This is an optimization exercise on Yosys and OpenROAD, whose aim is small area, a short achievable clock period and few clock cycles per item, not a production implementation.
Only simulation tests tie the RTL to the original design; equivalence was not proved.
Power and IR drop assume default switching activity.

==> config.mk <==
export PLATFORM = sky130hd
export DESIGN_NAME = key_set_with_rank_query
export DESIGN_NICKNAME = key_set_with_rank_query
export VERILOG_FILES = /design/flow/design.v
export SDC_FILE = /design/flow/constraint.sdc
export NUM_CORES = 4
export LEC_CHECK = 0
export CAP_MARGIN = 20
export CORE_MARGIN = 2
export CORE_UTILIZATION = 55
export SETUP_SLACK_MARGIN = 3.0
export SLEW_MARGIN = 20
==> constraint.sdc <==
create_clock -name core_clock -period 6.5 [get_ports {aclk}]
set_input_delay 1.3000 -clock core_clock [delete_from_list [all_inputs] [get_ports {aclk}]]
set_output_delay 1.3000 -clock core_clock [all_outputs]
set_load 0.01 [all_outputs]
==> design.v <==
package ksrq_pkg;
    localparam int CAPACITY_DEFAULT  = 16;
    localparam int KEY_WIDTH_DEFAULT = 32;
    localparam logic [1:0] CMD_INSERT = 2'd0;
    localparam logic [1:0] CMD_ERASE  = 2'd1;
    localparam logic [1:0] CMD_TEST   = 2'd2;
    localparam logic [1:0] CMD_SELECT = 2'd3;
endpackage
module key_set_with_rank_query (
    input  logic        aclk,
    input  logic        aresetn,
    input  logic        s_valid,
    output logic        s_ready,
    input  logic [1:0]  s_command,
    input  logic [31:0] s_key,
    input  logic [3:0]  s_rank,
    output logic        m_valid,
    input  logic        m_ready,
    output logic        m_success,
    output logic [31:0] m_selected_key,
    output logic [4:0]  m_item_count,
    output logic        m_table_full
);
    localparam int N  = 16;
    localparam int W  = 32;
    localparam int RW = 1 + 1 + 5 + W;  
    logic [W-1:0] key_q [N];
    logic [N-1:0] val_q;
    logic [4:0]   cnt_q;
    logic         i_v;
    logic [1:0]   i_cmd;
    logic [W-1:0] i_key;
    logic [3:0]   i_rank;
    logic         x_v;
    logic [1:0]   x_cmd;
    logic [W-1:0] x_key;
    logic [3:0]   x_rank;
    logic [N-1:0] x_gt, x_eq;
    logic         x_pgt, x_peq;
    logic [N-1:0] la_up, la_new, la_dn;
    logic          r0_v, r1_v;
    logic [RW-1:0] r0_d, r1_d;
    logic          go_q;        
    logic          s_ready_q;   
    logic [N-1:0] a_gt, a_eq;
    logic         a_pgt, a_peq;
    function automatic logic [1:0] cmp(input logic [W-1:0] a, input logic [W-1:0] b);
        logic [W-1:0] g, e;
        g = a & ~b;
        e = ~(a ^ b);
        for (int w = W / 2; w >= 1; w = w / 2) begin
            for (int j = 0; j < w; j++) begin
                g[j] = g[2*j+1] | (e[2*j+1] & g[2*j]);
                e[j] = e[2*j+1] & e[2*j];
            end
        end
        cmp = {g[0], e[0]};
    endfunction
    logic [1:0] a_c [N+1];
    always_comb begin
        for (int i = 0; i < N; i++) begin
            a_c[i] = cmp(key_q[i], i_key);
            a_gt[i] = a_c[i][1];
            a_eq[i] = a_c[i][0];
        end
        a_c[N] = cmp(x_key, i_key);
        a_pgt = a_c[N][1];
        a_peq = a_c[N][0];
    end
    logic [N-1:0] gt_c, eq_c, tt, ge;
    logic [N-1:0] up, nw, dn, rk_oh;
    logic         exec, found, full, ins, era, sel_ok;
    logic [4:0]   cnt_n;
    logic [W-1:0] sel_key;
    logic [RW-1:0] res;
    always_comb begin
        for (int i = 0; i < N; i++) begin
            if (la_new[i]) begin
                gt_c[i] = x_pgt;
                eq_c[i] = x_peq;
            end else if (la_up[i] && i > 0) begin
                gt_c[i] = x_gt[(i > 0) ? i - 1 : 0];
                eq_c[i] = x_eq[(i > 0) ? i - 1 : 0];
            end else if (la_dn[i] && i < N - 1) begin
                gt_c[i] = x_gt[(i < N - 1) ? i + 1 : N - 1];
                eq_c[i] = x_eq[(i < N - 1) ? i + 1 : N - 1];
            end else begin
                gt_c[i] = x_gt[i];
                eq_c[i] = x_eq[i];
            end
        end
        exec   = x_v && go_q;
        found  = |(val_q & eq_c);
        full   = val_q[N-1];
        tt     = ~val_q | gt_c;
        ge     = ~val_q | gt_c | eq_c;
        ins    = exec && x_cmd == ksrq_pkg::CMD_INSERT && !found && !full;
        era    = exec && x_cmd == ksrq_pkg::CMD_ERASE && found;
        sel_ok = x_cmd == ksrq_pkg::CMD_SELECT && {1'b0, x_rank} < cnt_q;
        for (int i = 0; i < N; i++) begin
            up[i]    = ins && i > 0 && tt[(i > 0) ? i - 1 : 0];
            nw[i]    = ins && tt[i] && !(i > 0 && tt[(i > 0) ? i - 1 : 0]);
            dn[i]    = era && ge[i];
            rk_oh[i] = sel_ok && x_rank == 4'(i);
        end
        sel_key = '0;
        for (int i = 0; i < N; i++) begin
            sel_key = sel_key | ({W{rk_oh[i]}} & key_q[i]);
        end
        cnt_n = cnt_q + 5'(ins) - 5'(era);
        res[RW-1]  = ins || era || (x_cmd == ksrq_pkg::CMD_TEST && found) || sel_ok;
        res[RW-2]  = x_cmd == ksrq_pkg::CMD_INSERT && !found && full;
        res[W+4:W] = cnt_n;
        res[W-1:0] = sel_key;
    end
    always_ff @(posedge aclk) begin
        for (int i = 0; i < N; i++) begin
            if (up[i]) begin
                key_q[i] <= key_q[(i > 0) ? i - 1 : 0];
            end else if (nw[i]) begin
                key_q[i] <= x_key;
            end else if (dn[i] && i < N - 1) begin
                key_q[i] <= key_q[(i < N - 1) ? i + 1 : N - 1];
            end
        end
    end
    logic take, x_free, i_adv;
    logic r0_vn, r1_vn, i_vn, x_vn, go_n;
    always_comb begin
        take   = r0_v && m_ready;
        x_free = !x_v || go_q;
        i_adv  = i_v && x_free;
        if (take) begin
            r0_vn = r1_v || exec;
            r1_vn = r1_v && exec;
        end else begin
            r0_vn = r0_v || exec;
            r1_vn = r1_v || (r0_v && exec);
        end
        go_n = !(r0_vn && r1_vn);
        i_vn = s_ready_q ? s_valid : i_v;
        x_vn = x_free ? i_v : x_v;
    end
    assign s_ready        = s_ready_q;
    assign m_valid        = r0_v;
    assign m_success      = r0_d[RW-1];
    assign m_table_full   = r0_d[RW-2];
    assign m_item_count   = r0_d[W+4:W];
    assign m_selected_key = r0_d[W-1:0];
    always_ff @(posedge aclk) begin
        if (take) begin
            r0_d <= r1_v ? r1_d : res;
        end else if (!r0_v) begin
            r0_d <= res;
        end
        if (take || !r1_v) begin
            r1_d <= res;
        end
    end
    always_ff @(posedge aclk) begin
        if (s_ready_q) begin
            i_cmd  <= s_command;
            i_key  <= s_key;
            i_rank <= s_rank;
        end
        if (x_free) begin
            x_cmd  <= i_cmd;
            x_key  <= i_key;
            x_rank <= i_rank;
            x_gt   <= a_gt;
            x_eq   <= a_eq;
            x_pgt  <= a_pgt;
            x_peq  <= a_peq;
        end else begin
            x_gt   <= gt_c;
            x_eq   <= eq_c;
        end
    end
    always_ff @(posedge aclk) begin
        if (!aresetn) begin
            i_v       <= 1'b0;
            x_v       <= 1'b0;
            val_q     <= '0;
            cnt_q     <= '0;
            la_up     <= '0;
            la_new    <= '0;
            la_dn     <= '0;
            r0_v      <= 1'b0;
            r1_v      <= 1'b0;
            go_q      <= 1'b1;
            s_ready_q <= 1'b1;
        end else begin
            i_v    <= i_vn;
            x_v    <= x_vn;
            for (int i = 0; i < N; i++) begin
                if (up[i]) begin
                    val_q[i] <= val_q[(i > 0) ? i - 1 : 0];
                end else if (nw[i]) begin
                    val_q[i] <= 1'b1;
                end else if (dn[i]) begin
                    val_q[i] <= (i < N - 1) ? val_q[(i < N - 1) ? i + 1 : 0] : 1'b0;
                end
            end
            cnt_q     <= cnt_n;
            la_up     <= up;
            la_new    <= nw;
            la_dn     <= dn;
            r0_v      <= r0_vn;
            r1_v      <= r1_vn;
            go_q      <= go_n;
            s_ready_q <= !i_vn || !x_vn || go_n;
        end
    end
endmodule
==> run.sh <==
#!/bin/bash
# synth_recipe.tcl (not shown) runs the flow's synth.tcl, then flattens the netlist and writes it again
# the make line also repeats each setting of config.mk as NAME=value (left out here)
make -C /OpenROAD-flow-scripts/flow DESIGN_CONFIG=/design/flow/config.mk WORK_HOME=/design/flow/orfs CLKGATE_MAP_FILE= SYNTH_SCRIPT=/design/flow/synth_recipe.tcl finish
==> run summary <==
synthesized netlist by cell type (25+ instances only):
cell type  instances  share of area
a21o_1           150          0.022
nor2_1           616          0.046
ha_1             553           0.14
buf_2             76         0.0075
nor3_1            48         0.0047
nand4_1          122          0.015
inv_1             83         0.0062
nand2_1          232          0.017
nor2b_1           37         0.0046
clkbuf_1         241          0.018
o22ai_1          429          0.053
o21ai_1           38         0.0038
a211oi_1          37         0.0055
nand3_1           80         0.0079
edfxtp_1         668           0.40
a221oi_1          37         0.0064
nor4_1            25         0.0031
a22o_1            30         0.0052
mux2i_1           48         0.0095
o21ai_0          168          0.017
dfxtp_1          104          0.041
a31oi_1           34         0.0042
a2111oi_0         35         0.0061
a21oi_1          615          0.061
a22oi_1          101          0.015
mux2_1            62          0.014
mux2_2            53          0.012
layer usage:
metal / vias to the layer above / wire length (um) / track usage
met3: 1298 / 51700 / 0.256
met2: 5601 / 97400 / 0.699
li1: 20200 / - / -
met1: 24300 / 94600 / 0.722
met5: - / 268 / 0.00568
met4: 24 / 23000 / 0.339
metrics by stage:
| stage | setup slack [ps] | power [mW] |
|---|---|---|
| 2_1_floorplan | 2620 | 6.48 |
| 3_3_place_gp | 2260 | 7.16 |
| 3_5_place_dp | 2200 | 7.18 |
| 4_1_cts | 2950 | 12.3 |
| 5_1_grt | 2890 | 12.6 |
| 6_report | 2850 | 12.5 |
state kept, by name, indices dropped and copies added (netlist names), 2 cells and up:
register  flops
cnt_q         5
i_cmd         2
i_key        32
i_rank        4
key_q       512
la_dn        15
la_new       15
la_up        15
r0_d         39
r1_d         39
val_q        16
x_cmd         2
x_eq         16
x_gt         16
x_key        32
x_rank        4
cells by family (layout without fill, tap and decap cells):
kind of cell | Yosys count | after routing | share of synthesized area
compound gates | 1894 | 1894 | 0.242
simple gates | 1253 | 1255 | 0.112
flops | 772 | 772 | 0.438
fa+ha+maj | 554 | 554 | 0.137
buf+inv | 423 | 600 | 0.0335
mux | 167 | 167 | 0.0369
xor+xnor | 4 | 4 | 0.000692
other cells | 0 | 8 | 0
cell usage in the layout (no fill, tap or decap), types with 101 or more instances in the layout:
| master | Yosys | layout |
|---|---|---|
| buf_4 | 2 | 229 |
| nor2_1 | 616 | 599 |
| a21oi_1 | 615 | 607 |
| edfxtp_1 | 668 | 668 |
| o21ai_0 | 168 | 159 |
| dfxtp_1 | 104 | 102 |
| o22ai_1 | 429 | 425 |
| nand2_1 | 232 | 224 |
| ha_1 | 553 | 550 |
| nand4_1 | 122 | 122 |
| a22oi_1 | 101 | 101 |
| a21o_1 | 150 | 140 |
critical path, delay by kind of cell (launching register included):
family,cells,cell delay [ps]
and+or+nand+nor,4,1070
AOI/OAI and AO/OA,3,850
buffers and inverters,2,660
DFF,1,550
final cells by class:
| type | count | area (um^2) | share of cell area |
|---|---|---|---|
| clock inverters | 53 | 475 | 0.00823 |
| multi-input cells | 3874 | 27700 | 0.479 |
| inverters | 86 | 355 | 0.00615 |
| repair buffers | 348 | 3240 | 0.0560 |
| diodes | 8 | 20.0 | 0.000347 |
| flip-flops and latches | 772 | 22100 | 0.383 |
| well taps | 1186 | 1480 | 0.0257 |
| clock buffers | 113 | 2400 | 0.0416 |
final timing paths:
path	startpoint	slack, ps	cells after the start	to
setup / recovery	x_rank[2]	2850	9	r0_d[2]
hold / removal	i_cmd[1]	440	0	x_cmd[1]
setup reg to reg	x_rank[2]	2850	9	r0_d[2]
hold reg to reg	i_cmd[1]	440	0	x_cmd[1]
report_power, final:
part | internal [mW] | total (mW) | switching [mW]
Sequential | 5.47 | 5.67 | 0.200
Clock | 2.90 | 5.23 | 2.32
Combinational | 0.541 | 1.62 | 1.08
repair_timing:
| item | CTS | global route |
|---|---|---|
| buffers inserted | 44 | 49 |
| hold endpoints to repair | 0 | 0 |
| gates cloned | 1 | 6 |
| gates resized for setup | 92 | 43 |
| endpoints found under the setup margin | 930 | 542 |
| pin swaps | 23 | 23 |
==> impl_metrics.toml <==
[worst_setup_path]
path_cells = "buf_12 > nand2b_2 > nor2_4 > buf_4 > a222oi_1 > nand3_1 > and3_1 > a221oi_2 > a31oi_1"
start_kind = "register"
crit_slowest_cell = "edfxtp_1"
worst-setup-path-type = "reg2reg"
critical_path_arrival_ps = 4060
end_kind = "register"
crit_fanout = 55
crit_path_max_incr_delay_ps = 550
cp.required_ps = 6910

[clocking]
cts_hold_buf = 0
path_clk_slew_ps = 60
cts_root_buf = "clkbuf_16"
clk_latency_ps = 720
cts_buffers = 89
htree_levels = 3
cts_tree = "built"
clkSinkCount = 772
clock_path_buffers = 3

[floorplanning]
ios = 83
num_rows = 111
core_area_mm2 = 0.0914
dieArea_mm2 = 0.0945
chipWidth_um = 307
start_util = 0.554
die_h_um = 307

[global_routing]
grt_overflow_total = 0
grt_pass1_vias = 46000
track_usage = 0.542
grt_antenna_before_repair = 16
grt_max_degree = 194
grt_pass1_wl_um = 359000

[worst_hold_path]
hold_path.class = "reg2reg"

[placement]
hpwl_um = 179000
portBuffers = 82
dp_cells = 6166
placed_area_mm2 = 0.0533
gp_congestion = 1.12

[layout]
fin_cells = 6440
syn_to_final_growth_pct = 14.2
fillers = 7596
drive_gt1_frac = 0.118
postLayoutCoreUtil = 0.632
nets = 5767
stdcell_area_mm2 = 0.0578

[sta]
fin_setup_tns_ps = 0
final_hold_viol_count = 0
fin_hold_ws_ps = 436
fin_crit_sh = 0.562
fin_worst_skew_ps = 29.7
max_slew_margin = 0.163
worstMarginPinSlew_ps = 1250
final-setup-viol-count = 0
fin_crit_ps = 3650
rsz0062_at_grt = "yes"
fmax_mhz = 274
finalMaxSlewViolations = 0

[route]
wl_per_cell_um = 41.5
drt_iter0_drc = 11000
vias = 51400
via_per_inst = 7.99
drc = 0
drtPass1Iterations = 11
drtAntennaViolNets = 0
finalWirelength_um = 267000

[synthesis]
synth_area_mm2 = 0.0506
synthFlopType = "edfxtp_1"
synth_fp_nets = 5663
avgSynthCellArea_um2 = 9.99
synth-edff-count = 668
syn-instance-count = 5067
ys_seq_area_frac = 0.438
yosys_warnings = 3
ys_types = 83
async_reset_ff_frac = 0
synth.ff_latch_count = 772

[status]
status = "no timing/DRC/antenna violations"

[power]
p_leak_nw = 22.0
vdd_drop_max_v = 0.000228
p_per_area_mw_per_mm2 = 217

[job]
maxCapViolCount = 0
Testbench counts, summed over its fixed seeds: cycles 4,824, ops 4,800.

port drivers added, routing unchanged:
How much do the figures lean on ideal ports? The routed layout below was timed once more, with nothing changed but the port constraints. Step 1 assumes that a clkbuf_16 drives the clock port and a buf_2 every other input. Step 2 moves the port delays by t, midway between the first and last clock arrival at a register: inputs arrive t later, outputs are due t later. That takes back most of the time a late clock gives input paths. a / b / c = no drivers / after step 1 / after step 2; a / b = the first two.
shift t [ns]: 0.786
setup WS [ns]: 2.848 / 2.848 / 2.848
worst hold slack (ns): 0.436 / 0.436 / 0.436
latest minus earliest clock arrival (ns): 0.034 / 0.035
pins driven straight from the clock port: 1
After both steps this run still meets setup and hold. For this run, drivers alone change the setup slack by 0.000 ns; drivers and shift together by 0.000 ns.
